Background: an optimization exercise with open tools, aiming at small area, a short achievable clock period and few clock cycles. Do not read the settings as production practice.
Where RTL was checked, it was by simulation tests only, not by an equivalence proof against the original.
Power figures rest on the tool's default switching activity, not on a simulated workload.

==> flow/design.v <==
package upscale_pkg;
    typedef logic [12-1:0] pixel_t;
    typedef logic [$clog2(8*8)-1:0] out_addr_t;
    typedef logic [1:0] win_idx_t;
    typedef logic [3:0] write_mode_t;
    typedef enum logic [1:0] {
        IDLE,
        SCAN,
        DRAIN
    } scan_state_t;
endpackage
`timescale 1ns/1ps
module upscale_top (
    input  logic   clk,
    input  logic   rst,
    input  logic   pix_valid,
    input  upscale_pkg::pixel_t pix_data,
    input  logic   start,
    output logic   busy,
    output logic   done,
    input  logic [2:0]  rd_row,
    output logic [8*12-1:0] rd_data
);
    localparam int PW = 12;
    logic [PW-1:0] live [0:15];
    logic [PW-1:0] live_nx [0:15];
    logic [PW-1:0] snap [0:15];
    logic [3:0]    wr_ptr;
    logic          busy_q;
    logic          zero_q;    
    wire acc_pix   = pix_valid & ~busy_q;
    wire acc_start = start & ~busy_q;
    always_ff @(posedge clk) begin
        if (!rst) begin
            wr_ptr <= '0;
            busy_q <= 1'b0;
            zero_q <= 1'b1;
        end else begin
            if (acc_pix) wr_ptr <= wr_ptr + 4'd1;
            busy_q <= acc_start;
            if (acc_start) zero_q <= 1'b0;
        end
    end
    always_comb begin
        for (int k = 0; k < 16; k++) begin
            live_nx[k] = ({PW{acc_pix && wr_ptr == 4'(k)}} & pix_data)
                       | ({PW{!(acc_pix && wr_ptr == 4'(k))}} & live[k]);
        end
    end
    always_ff @(posedge clk) begin
        for (int k = 0; k < 16; k++) begin
            live[k] <= live_nx[k];
            if (acc_start) snap[k] <= live_nx[k];
        end
    end
    assign busy = busy_q;
    assign done = busy_q;
    logic [3:0] st, sb;
    always_comb begin
        st = '0;
        sb = '0;
        case (rd_row)
            3'd0: begin st[0] = 1'b1; sb[0] = 1'b1; end
            3'd1: begin st[0] = 1'b1; sb[1] = 1'b1; end
            3'd2: begin st[1] = 1'b1; sb[0] = 1'b1; end
            3'd3: begin st[1] = 1'b1; sb[2] = 1'b1; end
            3'd4: begin st[2] = 1'b1; sb[1] = 1'b1; end
            3'd5: begin st[2] = 1'b1; sb[3] = 1'b1; end
            3'd6: begin st[3] = 1'b1; sb[2] = 1'b1; end
            default: begin st[3] = 1'b1; sb[3] = 1'b1; end
        endcase
        if (zero_q) begin
            st = '0;
            sb = '0;
        end
    end
    logic [PW-1:0] tp [0:3];
    logic [PW-1:0] bt [0:3];
    logic [PW+1:0] vs [0:3];
    logic [PW+1:0] vc [0:3];
    logic [PW+1:0] v [0:3];
    for (genvar c = 0; c < 4; c++) begin : g_v
        assign tp[c] = ({PW{st[0]}} & snap[c])     | ({PW{st[1]}} & snap[4+c])
                     | ({PW{st[2]}} & snap[8+c])   | ({PW{st[3]}} & snap[12+c]);
        assign bt[c] = ({PW{sb[0]}} & snap[c])     | ({PW{sb[1]}} & snap[4+c])
                     | ({PW{sb[2]}} & snap[8+c])   | ({PW{sb[3]}} & snap[12+c]);
        assign vs[c] = {1'b0, tp[c], 1'b0} ^ {2'b0, tp[c]} ^ {2'b0, bt[c]};
        assign vc[c] = ((({1'b0, tp[c], 1'b0} & {2'b0, tp[c]}) | ({1'b0, tp[c], 1'b0} & {2'b0, bt[c]})
                        | ({2'b0, tp[c]} & {2'b0, bt[c]}))) << 1;
        assign v[c]  = vs[c] + vc[c];
    end
    logic [PW+3:0] hs [1:6];
    logic [PW+3:0] hc [1:6];
    logic [PW+3:0] h [1:6];
    logic [PW+1:0] hl [1:6];
    logic [PW+1:0] hr [1:6];
    assign hl[1] = v[0]; assign hr[1] = v[1];
    assign hl[2] = v[1]; assign hr[2] = v[0];
    assign hl[3] = v[1]; assign hr[3] = v[2];
    assign hl[4] = v[2]; assign hr[4] = v[1];
    assign hl[5] = v[2]; assign hr[5] = v[3];
    assign hl[6] = v[3]; assign hr[6] = v[2];
    for (genvar j = 1; j <= 6; j++) begin : g_h
        assign hs[j] = {1'b0, hl[j], 1'b0} ^ {2'b0, hl[j]} ^ {2'b0, hr[j]};
        assign hc[j] = ((({1'b0, hl[j], 1'b0} & {2'b0, hl[j]}) | ({1'b0, hl[j], 1'b0} & {2'b0, hr[j]})
                        | ({2'b0, hl[j]} & {2'b0, hr[j]}))) << 1;
        assign h[j]  = hs[j] + hc[j];
    end
    assign rd_data[0*PW +: PW] = v[0][PW+1:2];
    assign rd_data[1*PW +: PW] = h[1][PW+3:4];
    assign rd_data[2*PW +: PW] = h[2][PW+3:4];
    assign rd_data[3*PW +: PW] = h[3][PW+3:4];
    assign rd_data[4*PW +: PW] = h[4][PW+3:4];
    assign rd_data[5*PW +: PW] = h[5][PW+3:4];
    assign rd_data[6*PW +: PW] = h[6][PW+3:4];
    assign rd_data[7*PW +: PW] = v[3][PW+1:2];
endmodule
Settings: LEC_CHECK=0, ABC_AREA=1, CAP_MARGIN=20, CORE_MARGIN=2, CORE_UTILIZATION=40, SLEW_MARGIN=20; clock period 9.0 ns.
standard.sh (not shown) runs the stock make flow with config.mk's settings and CLKGATE_MAP_FILE= SYNTH_SCRIPT=/design/flow/synth_recipe.tcl, a recipe that flattens the netlist after the stock synthesis.
==> flow/flow/run.sh <==
#!/bin/bash
# Layout flow: the standard ORFS flow (standard synthesis unchanged), except that the
# buffer put on every input and output port is a plain buf_1 rather than the delay-cell
# buffer that buffer_ports picks by default. Timing repair still resizes these buffers.
# Runs in the work folder; make's full output goes to flow_make.log there, and ORFS keeps
# each step's own log under orfs/logs/.
set -euo pipefail
bash standard.sh "BUFFER_PORTS_ARGS=-buffer_cell sky130_fd_sc_hd__buf_1" finish > flow_make.log 2>&1
Testbench counts at the start, summed over its fixed seeds: cycles 6,528.
Change:
--- a/flow/design.v
+++ b/flow/design.v
@@ -84,13 +84,13 @@
                      | ({PW{st[2]}} & snap[8+c])   | ({PW{st[3]}} & snap[12+c]);
         assign bt[c] = ({PW{sb[0]}} & snap[c])     | ({PW{sb[1]}} & snap[4+c])
                      | ({PW{sb[2]}} & snap[8+c])   | ({PW{sb[3]}} & snap[12+c]);
         assign vs[c] = {1'b0, tp[c], 1'b0} ^ {2'b0, tp[c]} ^ {2'b0, bt[c]};
         assign vc[c] = ((({1'b0, tp[c], 1'b0} & {2'b0, tp[c]}) | ({1'b0, tp[c], 1'b0} & {2'b0, bt[c]})
                         | ({2'b0, tp[c]} & {2'b0, bt[c]}))) << 1;
-        assign v[c]  = vs[c] + vc[c];
+        pfx_add #(.W(PW+2)) u_va (.a(vs[c]), .b(vc[c]), .y(v[c]));
     end
     logic [PW+3:0] hs [1:6];
     logic [PW+3:0] hc [1:6];
     logic [PW+3:0] h [1:6];
     logic [PW+1:0] hl [1:6];
     logic [PW+1:0] hr [1:6];
@@ -101,17 +101,41 @@
     assign hl[5] = v[2]; assign hr[5] = v[3];
     assign hl[6] = v[3]; assign hr[6] = v[2];
     for (genvar j = 1; j <= 6; j++) begin : g_h
         assign hs[j] = {1'b0, hl[j], 1'b0} ^ {2'b0, hl[j]} ^ {2'b0, hr[j]};
         assign hc[j] = ((({1'b0, hl[j], 1'b0} & {2'b0, hl[j]}) | ({1'b0, hl[j], 1'b0} & {2'b0, hr[j]})
                         | ({2'b0, hl[j]} & {2'b0, hr[j]}))) << 1;
-        assign h[j]  = hs[j] + hc[j];
+        pfx_add #(.W(PW+4)) u_ha (.a(hs[j]), .b(hc[j]), .y(h[j]));
     end
     assign rd_data[0*PW +: PW] = v[0][PW+1:2];
     assign rd_data[1*PW +: PW] = h[1][PW+3:4];
     assign rd_data[2*PW +: PW] = h[2][PW+3:4];
     assign rd_data[3*PW +: PW] = h[3][PW+3:4];
     assign rd_data[4*PW +: PW] = h[4][PW+3:4];
     assign rd_data[5*PW +: PW] = h[5][PW+3:4];
     assign rd_data[6*PW +: PW] = h[6][PW+3:4];
     assign rd_data[7*PW +: PW] = v[3][PW+1:2];
 endmodule
+module pfx_add #(parameter int W = 16) (
+    input  logic [W-1:0] a,
+    input  logic [W-1:0] b,
+    output logic [W-1:0] y
+);
+    localparam int L = $clog2(W);
+    logic [W-1:0] g [0:L];
+    logic [W-1:0] p [0:L];
+    assign g[0] = a & b;
+    assign p[0] = a ^ b;
+    for (genvar l = 0; l < L; l++) begin : g_lv
+        for (genvar i = 0; i < W; i++) begin : g_b
+            if (((i >> l) & 1) == 1) begin : g_op
+                localparam int J = ((i >> l) << l) - 1;
+                assign g[l+1][i] = g[l][i] | (p[l][i] & g[l][J]);
+                assign p[l+1][i] = p[l][i] & p[l][J];
+            end else begin : g_pass
+                assign g[l+1][i] = g[l][i];
+                assign p[l+1][i] = p[l][i];
+            end
+        end
+    end
+    assign y = p[0] ^ {g[L][W-2:0], 1'b0};
+endmodule
After rerunning: The changed run produced a clean layout. Sequential share of layout area went up by 0.18 points. Non-clock buffer count rose by 31. Sequential power hardly moves. Sequential cell count stays the same. Register-to-register slack improved by 0.25 ns. Worst setup slack is worse by 0.15 ns. Final cell count shrinks by 1.9%. Worst hold slack is about the same. Synthesized cell count fell by 3.4%. Die area came out lower by 2.3%. Clock-buffer cell count is higher by 3. Routed wire length went down by 0.51%.
For the second run of this note, only the layout was checked, not whether the RTL still works.

[afterwards: timing with drivers on the ports]
The flow's constraints put no driver on any port. The routed layouts listed below were extracted and timed again, unchanged, in two steps.
Step 1, drivers: a clkbuf_16 drives clk and a buf_2 each remaining input, both assumed.
Step 2 adds t to the input delays and takes it off the output delays; t is the mean of the earliest and latest rising clock arrival at the registers after step 1. Input paths then give back, and output paths get back, about the clock's delay inside the block.
Slacks: ideal / step 1 / step 2; pairs: ideal / step 1.
| run | shift t [ns] | slack for setup (ns) | worst hold slack (ns) |
|---|---|---|---|
| the first run | 0.558 | 0.382 / 0.357 / 0.357 | 0.469 / 0.469 / 0.469 |
| the second run | 0.571 | 0.230 / 0.194 / 0.194 | 0.468 / 0.468 / 0.468 |
After both steps every run listed still meets setup and hold. For the second run, which loses most, drivers alone change the setup slack by -0.036 ns; drivers and shift together by -0.036 ns.
